Background: an optimization exercise with open tools, aiming at small area, a short achievable clock period and few clock cycles per item. Do not read the settings as production practice. RTL that was checked went through simulation tests only; none was proved equivalent to the original.

==> run a <==
// line_follow_pid_drive_core
module line_follow_pid_drive_core (
    input  logic                                 clk,
    input  logic                                 rst_n,
    input  logic                                 cfg_we,
    input  logic [lfpd_pkg::CFG_IDX_W-1:0]       cfg_index,
    input  logic [lfpd_pkg::CFG_DATA_W-1:0]      cfg_data,
    input  logic                                 in_valid,
    output logic                                 in_ready,
    input  logic [lfpd_pkg::SENSOR_W-1:0]        in_sensor_bits,
    input  logic                                 in_read_failed,
    input  logic signed [lfpd_pkg::DELTA_W-1:0]  in_left_delta,
    input  logic signed [lfpd_pkg::DELTA_W-1:0]  in_right_delta,
    output logic                                 out_valid,
    input  logic                                 out_ready,
    output logic signed [lfpd_pkg::DRIVE_W-1:0]  out_left_drive,
    output logic signed [lfpd_pkg::DRIVE_W-1:0]  out_right_drive,
    output logic                                 out_motor_stop,
    output logic [1:0]                           out_line_status,
    output logic                                 out_run_finished,
    output logic                                 out_alert_on,
    output logic                                 out_notify_stop,
    output logic signed [lfpd_pkg::ERR_W-1:0]    out_line_error
);
==> flow/config.mk <==
export PLATFORM = sky130hd
export DESIGN_NAME = line_follow_pid_drive_core
export DESIGN_NICKNAME = line_follow_pid_drive_core
export VERILOG_FILES = /design/flow/design.v
export SDC_FILE = /design/flow/constraint.sdc
export NUM_CORES = 4
export LEC_CHECK = 0
export ABC_AREA = 1
export CAP_MARGIN = 20
export CORE_MARGIN = 2
export CORE_UTILIZATION = 40
export SLEW_MARGIN = 20
==> flow/constraint.sdc <==
create_clock -name core_clock -period 12.0 [get_ports {clk}]
set_input_delay 2.4000 -clock core_clock [delete_from_list [all_inputs] [get_ports {clk}]]
set_output_delay 2.4000 -clock core_clock [all_outputs]
set_load 0.01 [all_outputs]
standard.sh (not shown) runs the stock make flow with config.mk's settings and CLKGATE_MAP_FILE= SYNTH_SCRIPT=/design/flow/synth_recipe.tcl, a recipe that flattens the netlist after the stock synthesis.
==> flow/flow/run.sh <==
#!/bin/bash
set -e
export SETUP_SLACK_MARGIN=6.5
bash standard.sh > standard.log 2>&1
==> run b (differences from run a) <==
--- a/flow/design.v
+++ b/flow/design.v
@@ -445,44 +445,33 @@
             6'd63: v = {7'h53, 7'h2c};
             default: v = 14'd0;
         endcase
         iq_scale = v;
     endfunction
-    logic        cfg_we_0;
-    logic [2:0]  cfg_index_0;
-    logic [11:0] cfg_data_0;
     logic        cfg_we_r;
     logic [2:0]  cfg_index_r;
     logic [10:0] cfg_val_r;     
     logic [7:0]  cfg_q5_r;      
     logic        cfg_big;
     logic [9:0]  cfg_gain;
     logic [17:0] cfg_g205;
-    assign cfg_big  = (cfg_data_0[9:0] > 10'd999);
-    assign cfg_gain = cfg_big ? 10'd999 : cfg_data_0[9:0];
-    assign cfg_g205 = 18'(cfg_data_0[9:0]) * 18'd205;     
+    assign cfg_big  = (cfg_data[9:0] > 10'd999);
+    assign cfg_gain = cfg_big ? 10'd999 : cfg_data[9:0];
+    assign cfg_g205 = 18'(cfg_data[9:0]) * 18'd205;     
     always_ff @(posedge clk or negedge rst_n)
     begin
         if (!rst_n)
-        begin
-            cfg_we_0 <= 1'b0;
             cfg_we_r <= 1'b0;
-        end
         else
-        begin
-            cfg_we_0 <= cfg_we;
-            cfg_we_r <= cfg_we_0;
-        end
+            cfg_we_r <= cfg_we;
     end
     always_ff @(posedge clk)
     begin
-        cfg_index_0 <= cfg_index;
-        cfg_data_0  <= cfg_data;
-        cfg_index_r <= cfg_index_0;
+        cfg_index_r <= cfg_index;
         cfg_q5_r    <= cfg_big ? 8'd199 : cfg_g205[10 +: 8];
-        if (cfg_index_0 == 3'd0)
-            cfg_val_r <= (cfg_data_0 > 12'd1999) ? 11'd1999 : cfg_data_0[10:0];
+        if (cfg_index == 3'd0)
+            cfg_val_r <= (cfg_data > 12'd1999) ? 11'd1999 : cfg_data[10:0];
         else
             cfg_val_r <= {1'b0, cfg_gain};
     end
     logic [10:0] base_reg;
     logic [15:0] fp_reg;    
@@ -494,41 +483,35 @@
     assign g_r5 = 3'(cfg_val_r[2:0] - 3'(cfg_q5_r[2:0] * 3'd5));
     assign g_s  = 16'(cfg_val_r[9:0]) * 16'd51 + 16'(cfg_q5_r);
     always_ff @(posedge clk or negedge rst_n)
     begin
         if (!rst_n)
-            two_lap_reg <= 1'b0;
-        else if (cfg_we_0 && cfg_index_0 == 3'd4)
-            two_lap_reg <= cfg_data_0[0];
-    end
-    always_ff @(posedge clk or negedge rst_n)
-    begin
-        if (!rst_n)
         begin
             base_reg    <= 11'd700;
             fp_reg      <= 16'd3073;
             gi_reg      <= 10'd3;
             fd_reg      <= 17'd4097;
+            two_lap_reg <= 1'b0;
         end
         else if (cfg_we_r)
         begin
             case (cfg_index_r)
                 3'd0: base_reg    <= cfg_val_r;
                 3'd1: fp_reg      <= g_s + 16'd1;
                 3'd2: gi_reg      <= cfg_val_r[9:0];
                 3'd3: fd_reg      <= {g_s, 1'b1} + 17'(g_r5 >= 3'd3);
+                3'd4: two_lap_reg <= cfg_val_r[0];
                 default: ;
             endcase
         end
     end
     logic out_valid_reg;
     logic adv;
     assign adv      = !out_valid_reg || out_ready;
     assign in_ready = adv;
     logic               va;
-    logic               white_a;
-    logic signed [6:0]  calc_a;
+    logic [7:0]         bits_a;
     logic               fail_a;
     logic [16:0]        dsum_a;
     logic dl_neg;
     logic dr_neg;
     assign dl_neg = in_left_delta[15];
@@ -542,12 +525,11 @@
     end
     always_ff @(posedge clk)
     begin
         if (adv)
         begin
-            white_a <= (in_sensor_bits == 8'hFF);
-            calc_a  <= sensor_avg(in_sensor_bits);
+            bits_a <= in_sensor_bits;
             fail_a <= in_read_failed;
             dsum_a <= 17'(16'(in_left_delta) ^ {16{dl_neg}}) + 17'(16'(in_right_delta) ^ {16{dr_neg}})
                     + 17'(dl_neg) + 17'(dr_neg);
         end
     end
@@ -557,10 +539,12 @@
     logic [17:0]        dist_reg;
     logic               started_reg;
     logic               done_reg;
     logic [7:0]         acnt_reg;
     logic               halted_reg;
+    logic               white_a;
+    logic signed [6:0]  calc_a;
     logic [6:0]         lost_inc;
     logic               long_loss;
     logic               status_short;
     logic [1:0]         status_n;
     logic signed [6:0]  err_n;
@@ -574,10 +558,12 @@
     logic [7:0]         acnt_inc;
     logic signed [10:0] integ_sum;
     logic signed [9:0]  integ_next;
     always_comb
     begin
+        white_a      = (bits_a == 8'hFF);
+        calc_a       = sensor_avg(bits_a);
         lost_inc     = lost_reg + 7'd1;
         long_loss    = white_a && (lost_inc >= 7'd120);
         status_short = (lost_inc < 7'd30);
         status_n     = !white_a ? 2'd0 : (status_short ? 2'd1 : 2'd2);
         err_n        = (white_a && status_short) ? h_reg : calc_a;
@@ -620,10 +606,11 @@
     logic               eneg_b;
     logic [8:0]         imag_b;      
     logic               ineg_b;
     logic signed [9:0]  integ_new;
     logic               fin_b;
+    logic               notify_b;
     logic               alert_b;
     logic [6:0]         dmag_b;      
     logic               dneg_b;
     logic signed [7:0]  diff_n;
     assign diff_n = 8'(err_n) - 8'(h_reg);
@@ -680,10 +667,11 @@
             emag_b   <= '0;
             eneg_b   <= 1'b0;
             ineg_b   <= integ_new[9];
             imag_b   <= integ_new[9] ? 9'(-integ_new) : integ_new[8:0];
             fin_b    <= 1'b0;
+            notify_b <= 1'b0;
             alert_b  <= started_reg && !done_reg;
             dneg_b   <= diff_n[7];
             dmag_b   <= diff_n[7] ? 7'(-diff_n) : diff_n[6:0];
             if (halted_reg)
                 ;
@@ -694,11 +682,14 @@
                 status_b <= status_n;
                 eneg_b   <= err_n[6];
                 emag_b   <= err_n[6] ? 6'(-err_n) : err_n[5:0];
                 alert_b  <= started_next && !done_next;
                 if (target_hit)
+                begin
                     fin_b    <= 1'b1;
+                    notify_b <= !two_lap_reg;
+                end
                 else
                     norm_b <= 1'b1;
             end
         end
     end
@@ -717,10 +708,11 @@
     logic               vc;
     logic               norm_c;
     logic [1:0]         status_c;
     logic signed [6:0]  err_c;
     logic               fin_c;
+    logic               notify_c;
     logic               alert_c;
     logic               far_c;
     logic               pneg_c;
     logic               dneg_c;
     logic               ineg_c;
@@ -740,10 +732,11 @@
         begin
             norm_c   <= norm_b;
             status_c <= status_b;
             err_c    <= eneg_b ? -(7'(emag_b)) : 7'(emag_b);
             fin_c    <= fin_b;
+            notify_c <= notify_b;
             alert_c  <= alert_b;
             far_c    <= (lost_reg >= 7'd65);
             pneg_c   <= eneg_b;
             dneg_c   <= dneg_b;
             ineg_c   <= ineg_b;
@@ -771,10 +764,11 @@
     logic               ve;
     logic               norm_e;
     logic [1:0]         status_e;
     logic signed [6:0]  err_e;
     logic               fin_e;
+    logic               notify_e;
     logic               alert_e;
     logic               far_e;
     logic [15:0]        lp_e;        
     logic [15:0]        rp_e;        
     logic signed [6:0]  iqs_e;       
@@ -793,10 +787,11 @@
         begin
             norm_e   <= norm_c;
             status_e <= status_c;
             err_e    <= err_c;
             fin_e    <= fin_c;
+            notify_e <= notify_c;
             alert_e  <= alert_c;
             far_e    <= far_c;
             lp_e     <= lp;
             rp_e     <= rp;
             iqs_e    <= iqs;
@@ -827,18 +822,19 @@
         if (!med)
             s.sel = v;
         else if (far)
             s.sel = v >>> 1;
         else
-            s.sel = 16'(signed'(t[12 +: 14]));
+            s.sel = 16'($signed(t[12 +: 14]));
         scale_step = s;
     endfunction
     logic               vf;
     logic               norm_f;
     logic [1:0]         status_f;
     logic signed [6:0]  err_f;
     logic               fin_f;
+    logic               notify_f;
     logic               alert_f;
     scaled_t            ls_f;
     scaled_t            rs_f;
     logic med_e;
     assign med_e = (status_e == 2'd2);
@@ -855,10 +851,11 @@
         begin
             norm_f   <= norm_e;
             status_f <= status_e;
             err_f    <= err_e;
             fin_f    <= fin_e;
+            notify_f <= notify_e;
             alert_f  <= alert_e;
             ls_f     <= scale_step(lp_e, iqs_e, qil_e, med_e, far_e);
             rs_f     <= scale_step(rp_e, -iqs_e, qir_e, med_e, far_e);
         end
     end
@@ -894,10 +891,11 @@
     logic signed [15:0] out_right_reg;
     logic               out_stop_reg;
     logic [1:0]         out_status_reg;
     logic               out_fin_reg;
     logic               out_alert_reg;
+    logic               out_notify_reg;
     logic signed [6:0]  out_err_reg;
     always_ff @(posedge clk or negedge rst_n)
     begin
         if (!rst_n)
             out_valid_reg <= 1'b0;
@@ -912,18 +910,19 @@
             out_right_reg  <= norm_f ? finish(rs_f) : 16'sd0;
             out_stop_reg   <= !norm_f;
             out_status_reg <= status_f;
             out_fin_reg    <= fin_f;
             out_alert_reg  <= alert_f;
+            out_notify_reg <= notify_f;
             out_err_reg    <= err_f;
         end
     end
     assign out_valid        = out_valid_reg;
     assign out_left_drive   = limit(out_left_reg);
     assign out_right_drive  = limit(out_right_reg);
     assign out_motor_stop   = out_stop_reg;
     assign out_line_status  = out_status_reg;
     assign out_run_finished = out_fin_reg;
     assign out_alert_on     = out_alert_reg;
-    assign out_notify_stop  = out_fin_reg && !two_lap_reg;
+    assign out_notify_stop  = out_notify_reg;
     assign out_line_error   = out_err_reg;
 endmodule
==> flow/run.sh (new file) <==
#!/bin/bash
# synth_recipe.tcl (not shown) runs the flow's synth.tcl, then flattens the netlist and writes it again
# the make line also repeats each setting of config.mk as NAME=value (left out here)
make -C /OpenROAD-flow-scripts/flow DESIGN_CONFIG=/design/flow/config.mk WORK_HOME=/design/flow/orfs CLKGATE_MAP_FILE= SYNTH_SCRIPT=/design/flow/synth_recipe.tcl finish
- ABC_AREA: 1 -> not set
removed: flow/flow/run.sh
removed: flow/standard.sh
==> summary of the runs <==
Of run a and run b, run a has the higher synthesized cell count (gap about 10%, measured against run b). In run a the sequential share of layout area is lower than in run b, by 0.85 points. Register-to-register slack: run b is worse than run a (0.76 ns). Of run a and run b, run a has the higher global-route usage (gap 1.5 points).
Testbench counts of run a, summed over its fixed seeds: cycles 3,530, items 3,482.
Function not checked in run b: the RTL went through the layout flow alone.

[what the ideal ports hide]
Ports are ideal in the flow. The routed layouts listed here were re-timed in OpenROAD. Step 1, drivers: a clkbuf_16 drives clk and a buf_2 each remaining input, both assumed. Step 2 times the ports against the registers' clock, not the clock port: input delays grow and output delays shrink by t, the midpoint of the rising clock arrivals with the driver on. Three values: ideal, step 1, step 2; two values: the first two.
| run | t (ns) | setup slack, ns | worst setup path at the end | slew at the worst register clock pin (ns) | cell pins on the clock port's net |
|---|---|---|---|---|---|
| run a | 0.722 | 6.442 / 6.442 / 6.187 | input to register | 0.06 / 0.06 | 1 |
| run b | 0.712 | 5.277 / 5.255 / 4.999 | input to register | 0.07 / 0.07 | 1 |
After both steps every run listed still meets setup and hold. For run b, which loses most, drivers alone change the setup slack by -0.022 ns; drivers and shift together by -0.278 ns.
